Background: an optimization exercise with open tools, aiming at small area, a short achievable clock period and few clock cycles per item. Do not read the settings as production practice. Function was checked by simulation only, so behaviour that the tests miss may differ from the original. No activity file was given, so power comes from the tool's default toggle rates.

## flow/run.sh

```bash
#!/bin/bash
# synth_recipe.tcl (not shown) runs the flow's synth.tcl, then flattens the netlist and writes it again
# the make line also repeats each setting of config.mk as NAME=value (left out here)
make -C /OpenROAD-flow-scripts/flow DESIGN_CONFIG=/design/flow/config.mk WORK_HOME=/design/flow/orfs CLKGATE_MAP_FILE= SYNTH_SCRIPT=/design/flow/synth_recipe.tcl finish
```

## flow/config.mk

```make
export PLATFORM = sky130hd
export DESIGN_NAME = constrained_multi_queue_dispatcher_top
export DESIGN_NICKNAME = constrained_multi_queue_dispatcher_top
export VERILOG_FILES = /design/flow/design.v
export SDC_FILE = /design/flow/constraint.sdc
export NUM_CORES = 4
export LEC_CHECK = 0
export CAP_MARGIN = 20
export CORE_MARGIN = 2
export CORE_UTILIZATION = 40
export SLEW_MARGIN = 20
```

## flow/constraint.sdc

```tcl
create_clock -name core_clock -period 6.0 [get_ports {clock}]
set_input_delay 1.2000 -clock core_clock [delete_from_list [all_inputs] [get_ports {clock}]]
set_output_delay 1.2000 -clock core_clock [all_outputs]
set_load 0.01 [all_outputs]
```

## flow/design.v

```verilog
module constrained_multi_queue_dispatcher_top (
   input  logic        clock,
   input  logic        reset,
   input  logic        req_tvalid,
   output logic        req_tready,
   input  logic [23:0] req_tdata,   
   input  logic [2:0]  req_tuser,   
   output logic        rsp_tvalid,
   input  logic        rsp_tready,
   output logic [23:0] rsp_tdata,   
   output logic [2:0]  rsp_tuser,   
   input  logic        csr_valid,
   output logic        csr_ready,
   input  logic [2:0]  csr_index,
   input  logic [19:0] csr_data
);
   localparam logic [2:0] ST_ADDED      = 3'd0;
   localparam logic [2:0] ST_DROPPED    = 3'd1;
   localparam logic [2:0] ST_DISPATCHED = 3'd2;
   localparam logic [2:0] ST_NOTHING    = 3'd3;
   localparam logic [2:0] ST_COMPLETED  = 3'd4;
   localparam logic [2:0] ST_CERROR     = 3'd5;
   logic [2:0]  qiu_ff;
   logic [19:0] set_ff [4];
   logic [5:0]  tp_ff  [4];      
   logic [7:0]  act_ff [4];
   logic [15:0] wb_tag_ff;       
   logic [1:0]  wb_q_ff;
   logic [4:0]  wb_idx_ff;
   logic [3:0]  wb_top_ff;       
   logic        out_v_ff, skid_v_ff;
   logic [20:0] out_ff, skid_ff;  
   logic [1:0]  mode;
   logic        dirty;
   logic [15:0] rtag;
   logic [4:0]  zoom;
   logic [1:0]  qidx;
   assign rtag  = req_tdata[15:0];
   assign zoom  = req_tdata[20:16];
   assign qidx  = req_tdata[22:21];
   assign mode  = req_tuser[1:0];
   assign dirty = req_tuser[2];
   logic accept, out_free;
   assign req_tready = !skid_v_ff;
   assign accept     = req_tvalid && !skid_v_ff;
   assign out_free   = !out_v_ff || rsp_tready;
   assign csr_ready  = 1'b1;
   assign rsp_tvalid = out_v_ff;
   assign rsp_tuser  = out_ff[20:18];
   assign rsp_tdata  = {6'd0, out_ff[15:0], out_ff[17:16]};
   logic [15:0] top_tag [4];
   genvar gq;
   generate
      for (gq = 0; gq < 4; gq++) begin : g_stk
         logic [15:0] stk [32];
         always_ff @(posedge clock) begin
            if (wb_q_ff == 2'(gq)) begin
               stk[wb_idx_ff] <= wb_tag_ff;
            end
         end
         assign top_tag[gq] = wb_top_ff[gq] ? wb_tag_ff : stk[tp_ff[gq][4:0]];
      end
   endgenerate
   logic [3:0] en, full, empty, take, serve, sub_sel, fet_sel;
   logic       sub_hit, fet_hit, cpl_ok;
   logic [1:0] sub_q, fet_q;
   always_comb begin
      for (int q = 0; q < 4; q++) begin
         logic [4:0] minz, maxz;
         logic [1:0] dm;
         logic       zok, dok;
         minz = set_ff[q][4:0];
         maxz = set_ff[q][9:5];
         dm   = set_ff[q][11:10];
         en[q]    = (qiu_ff > 3'(q));
         full[q]  = (tp_ff[q] == 6'h1f);
         empty[q] = tp_ff[q][5];
         zok = (zoom >= minz) && (zoom <= maxz);
         case (dm)
            2'd0:    dok = !dirty;
            2'd1:    dok = dirty;
            default: dok = 1'b1;
         endcase
         take[q]  = en[q] && !full[q] && ((dm == 2'd3) || (zok && dok));
         serve[q] = en[q] && !empty[q] && (act_ff[q] < set_ff[q][19:12]);
      end
      sub_sel[0] = take[0];
      sub_sel[1] = take[1] && !take[0];
      sub_sel[2] = take[2] && !take[1] && !take[0];
      sub_sel[3] = take[3] && !take[2] && !take[1] && !take[0];
      fet_sel[0] = serve[0];
      fet_sel[1] = serve[1] && !serve[0];
      fet_sel[2] = serve[2] && !serve[1] && !serve[0];
      fet_sel[3] = serve[3] && !serve[2] && !serve[1] && !serve[0];
      sub_hit = |take;
      fet_hit = |serve;
      sub_q   = {sub_sel[3] | sub_sel[2], sub_sel[3] | sub_sel[1]};
      fet_q   = {fet_sel[3] | fet_sel[2], fet_sel[3] | fet_sel[1]};
      cpl_ok  = (act_ff[qidx] != 8'd0);
   end
   logic [15:0] fet_tag;
   assign fet_tag = top_tag[fet_q];
   logic        do_sub, do_fet, do_cpl;
   logic [20:0] res;
   always_comb begin
      do_sub = 1'b0;
      do_fet = 1'b0;
      do_cpl = 1'b0;
      res    = {ST_NOTHING, 2'd0, 16'd0};
      case (mode)
         2'd0: begin
            do_sub = sub_hit;
            res    = sub_hit ? {ST_ADDED, sub_q, 16'd0} : {ST_DROPPED, 2'd0, 16'd0};
         end
         2'd1: begin
            do_fet = fet_hit;
            res    = fet_hit ? {ST_DISPATCHED, fet_q, fet_tag} : {ST_NOTHING, 2'd0, 16'd0};
         end
         2'd2: begin
            do_cpl = cpl_ok;
            res    = {cpl_ok ? ST_COMPLETED : ST_CERROR, qidx, 16'd0};
         end
         default: res = {ST_NOTHING, 2'd0, 16'd0};
      endcase
   end
   always_ff @(posedge clock) begin
      if (reset) begin
         qiu_ff <= 3'd1;
         for (int q = 0; q < 4; q++) begin
            set_ff[q] <= 20'd19424;
            tp_ff[q]  <= 6'h3f;
            act_ff[q] <= 8'd0;
         end
         wb_top_ff <= 4'd0;
         out_v_ff  <= 1'b0;
         skid_v_ff <= 1'b0;
      end else begin
         if (csr_valid && csr_index == 3'd0) qiu_ff <= csr_data[2:0];
         for (int q = 0; q < 4; q++) begin
            if (csr_valid && csr_index == 3'(q + 1)) set_ff[q] <= csr_data;
         end
         if (accept) begin
            for (int q = 0; q < 4; q++) begin
               if (do_sub && sub_sel[q]) tp_ff[q] <= tp_ff[q] + 6'd1;
               if (do_fet && fet_sel[q]) tp_ff[q] <= tp_ff[q] - 6'd1;
               if (do_fet && fet_sel[q]) act_ff[q] <= act_ff[q] + 8'd1;
               if (do_cpl && qidx == 2'(q)) act_ff[q] <= act_ff[q] - 8'd1;
            end
            if (do_sub) wb_top_ff <= sub_sel;
            else if (do_fet) wb_top_ff <= wb_top_ff & ~fet_sel;
         end
         if (out_free) begin
            out_v_ff  <= skid_v_ff || accept;
            skid_v_ff <= 1'b0;
         end else if (accept) begin
            skid_v_ff <= 1'b1;
         end
      end
   end
   logic [4:0] sub_idx;
   always_comb begin
      sub_idx = 5'd0;
      for (int q = 0; q < 4; q++) begin
         if (sub_sel[q]) sub_idx = 5'(tp_ff[q] + 6'd1);
      end
   end
   always_ff @(posedge clock) begin
      if (accept && do_sub) begin
         wb_tag_ff <= rtag;
         wb_q_ff   <= sub_q;
         wb_idx_ff <= sub_idx;
      end
      if (out_free) begin
         out_ff <= skid_v_ff ? skid_ff : res;
      end
      if (!skid_v_ff) begin
         skid_ff <= res;
      end
   end
endmodule
```

==> impl_metrics.toml <==
[critical_path]
worst_setup_path_end_kind = "flop"
worstPathRequired_ns = 6.69
cp-start-kind = "flop"
path_cells = "ha_1 > a2111oi_0 > o21ai_0 > a21oi_1 > nor2_1 > a21oi_2 > buf_4 > a221o_1 > o21ai_0 > a2bb2oi_1"
ff2ff_setup_slack_ns = 1.80
r2r-end = "out_ff[7]"
crit_top_cell = "o21ai_0"
crit_path_top_delay_cell = "a21oi_2"
crit_type = "reg -> reg"
worstPathArrival_ns = 4.88
crit_path_max_incr_delay_ns = 0.68
r2r_cells = 10
rr_startpoint = "act_ff[2][5]"
worstPathMaxFanout = 16

[logic_synthesis]
synth-main-ff-cell = "edfxtp_1"
synth_area_leaders = "edfxtp_1 69%, mux4_2 16%, dfxtp_1 4.1%"
ys_seq_elements = 2278
yosysTopAreaCellShare_pct = 69.4
ys_types = 72
yosysTopAreaCell = "edfxtp_1"
synth-edff-count = 2092
ys_async_sr_fraction_pct = 0
netlist_area_sq_um = 90500
synthCells = 4601
seq_area_frac_synth_pct = 73.6
yosysWarnings = 5
avgSynthCellArea_sq_um = 19.7

[sta]
hold_ws_ns = 0.455
fin_crit_sh_pct = 69.9
fmax_mhz = 238
setup-violations-final = 0
finalCriticalPeriod_ns = 4.20
fin_ws_ns = 1.80
clock-skew-final_ns = 0.0367
fin_tns_setup_ns = 0
slew_violations = 0
worst_slew_pin_slew_ns = 1.16
hold_viol_final = 0
slew_headroom_pct = 22.6
rsz0062_at_grt = "no"

[power]
ir_drop_mv = 0.258
pwr-share-comb_pct = 2.6
pwr-share-clk_pct = 43.6
switchingPower_mw = 6.62
power_density_nw_per_um2 = 311
seq_power_share_pct = 53.9
p_sw_share_pct = 20.6
leakagePower_nw = 34.1
p_int_mw = 25.6
total_power_mw = 32.2

[place]
dp_slack_ns = 0.990
dp.cells = 7630
io_buffers = 76
placed_cell_area_sq_um = 96000
hpwl_um = 133000
gp_congestion = 0.835

[worst_hold_path]
hold_end = "set_ff[2][3]"
holdCritStartpoint = "set_ff[2][3]"
hp-class = "reg -> reg"
worstHoldPathCells = 2

[cts]
cts_hold_buffers = 0
cts_max_level = 4
ctsResizeCount = 0
clk_latency_ns = 0.88
cts_tree = "built"
cts.sinks = 2278
clk_pin_slew_ns = 0.06
post_cts_buffers = 0
cts_root_buf = "clkbuf_16"
numCtsBuffers = 223
clock_path_buffers = 3

[cells_and_area]
final_util_pct = 46.0
stdcell_count = 8052
drive_above_1_share_pct = 24.3
design_area_sq_um = 103000
layout.nets = 5025
syn_to_final_growth_pct = 14.2

[die]
num_rows = 174
boundaryPins = 85
die-area_sq_um = 230000
die_x_um = 480
core_sq_um = 225000
initial_core_util_pct = 40.2
die_h_um = 480

[routing]
num_vias = 45700
dr.pass1.iters = 6
antenna_left = 0
drt_iter0_drc = 4982
wl_um = 228000
drc = 0
via_per_inst = 5.67
wire_per_inst_um = 28.3

[global_routing]
grt.overflow.total = 0
grt_max_degree = 133
antenna_found_initial = 3
busiest_layer = "met2"
grt_pass1_wl_um = 326000
grt_use_total_pct = 19.6
use_met3_pct = 3.53
grt_pass1_vias = 45500
grt_use_met1_pct = 26.9
use_met2_pct = 32.1

[status]
status = "no timing/DRC/antenna violations"

[run]
cap_violations = 0
==> state kept, by name (all words and copies together) (netlist names), named ones only <==
signal     cells
qiu_ff         3
wb_top_ff      4
g_stk.stk   2048
wb_tag_ff     16
skid_ff       21
tp_ff         24
out_v_ff       1
act_ff        32
set_ff        80
wb_q_ff        2
skid_v_ff      1
out_ff        21
wb_idx_ff      5
==> worst max-delay path, delay by kind of cell (launching register included) <==
family	cells	cell delay, ns
buf+inv	1	0.41
compound gates	7	2.70
fa+ha+maj	1	0.29
simple gates	1	0.17
flops	1	0.41
==> layer usage <==
layer / vias up / wire, um
met5: - / 13
met4: 2 / 6640
met3: 340 / 16400
met2: 1742 / 111000
met1: 24300 / 93700
li1: 19300 / -
==> worst max path at each step <==
stage / start / end / depth (start not counted)
global placement: req_tdata[22] / act_ff[3][7] / 16
CTS: act_ff[2][5] / out_ff[7] / 10
detailed placement: req_tdata[22] / act_ff[3][7] / 16
global route: req_tdata[22] / act_ff[3][7] / 16
finish: act_ff[2][5] / out_ff[7] / 10
floorplan: req_tdata[16] / wb_top_ff[0] / 10
==> cells in the mapped netlist (4+ instances only) <==
cell type	n
nand4_1	9
dfxtp_1	186
o31ai_1	6
nor2_1	276
nor4_1	11
buf_4	7
nand2b_1	18
nor3_1	27
a2bb2oi_1	16
or2_2	4
a22oi_1	4
a2111oi_0	7
o21bai_1	9
mux2_2	17
and3_1	8
o211ai_1	40
nor3b_1	5
ha_1	100
inv_1	92
o31a_1	4
a32oi_1	4
nand3_1	44
o221ai_1	5
mux2i_1	76
edfxtp_1	2092
o21ai_0	53
a21o_1	13
o22ai_1	24
nand2_1	240
clkbuf_1	145
or3_1	11
buf_1	60
a21oi_1	164
xnor2_1	40
buf_2	31
o21a_1	5
mux4_2	633
xor2_1	8
a211oi_1	13
a221o_1	7
fa_1	4
nor2b_1	32
a222oi_1	7
==> layout make-up <==
type | instances | area (sq um)
Inverter | 94 | 353
Multi-Input combinational cell | 1990 | 22800
Antenna cell | 3 | 7.51
Clock buffer | 275 | 5820
Timing Repair Buffer | 279 | 2600
Clock inverter | 141 | 1480
Fill cell | 18700 | 122000
Sequential cell | 2278 | 66600
Tap cell | 2992 | 3740
==> layout by cell type (no fill, tap or decap), drive strengths merged, types with 25 or more instances in the layout <==
master / n
bufinv: 25
mux2i: 76
nor3: 27
buf: 204
nand2: 240
clkinv: 95
ha: 100
clkdlybuf4s50: 75
inv: 103
nand3: 44
o21ai: 54
nor2b: 32
mux4: 633
o211ai: 40
xnor2: 40
a21oi: 166
edfxtp: 2092
nor2: 277
clkbuf: 275
dfxtp: 186
==> cell families (layout without fill, tap and decap cells) <==
group	count (synthesis)	in the layout	share of synthesized area, %
other cells	2	10	0.00830
fa+ha+maj	104	104	1.47
simple gates	703	703	3.38
mux	726	726	16.8
compound gates	402	402	2.83
xor+xnor	48	48	0.465
flops	2278	2278	73.6
buf+inv	338	789	1.48
==> power by group through the flow <==
stage,clock network [mW],registers [mW],logic [mW]
floorplan,0,17.7,0.444
global placement,0,17.7,0.808
detailed placement,0,17.7,0.822
CTS,14.3,17.3,0.825
global route,14.9,17.3,0.883
finish,14.0,17.3,0.825
Testbench counts, summed over its fixed seeds: cycles 12,008, items 12,000.

-- what the ideal ports hide --
The results above use ideal ports. As a check the final layout listed here was re-extracted and re-timed, cells and wires unchanged.
Step 1: set_driving_cell puts a clkbuf_16 on clock and a buf_2 on each other input, an assumption about the parent block.
Step 2, shift: input delay + t, output delay - t, t = (earliest + latest rising clock arrival at the registers) / 2. This alone moves slack from input paths to output paths.
a / b / c = ideal / step 1 / step 2; a / b = the first two.
shift t [ns]: 0.958
setup slack, ns: 1.804 / 1.804 / 0.961
worst setup path after step 2: input to register
clock arrival spread, ns: 0.042 / 0.042
worst register clock-pin slew, ns: 0.07 / 0.07
After both steps this run still meets setup and hold. The setup slack of this run moves by 0.000 ns with the drivers and by -0.843 ns with both steps.
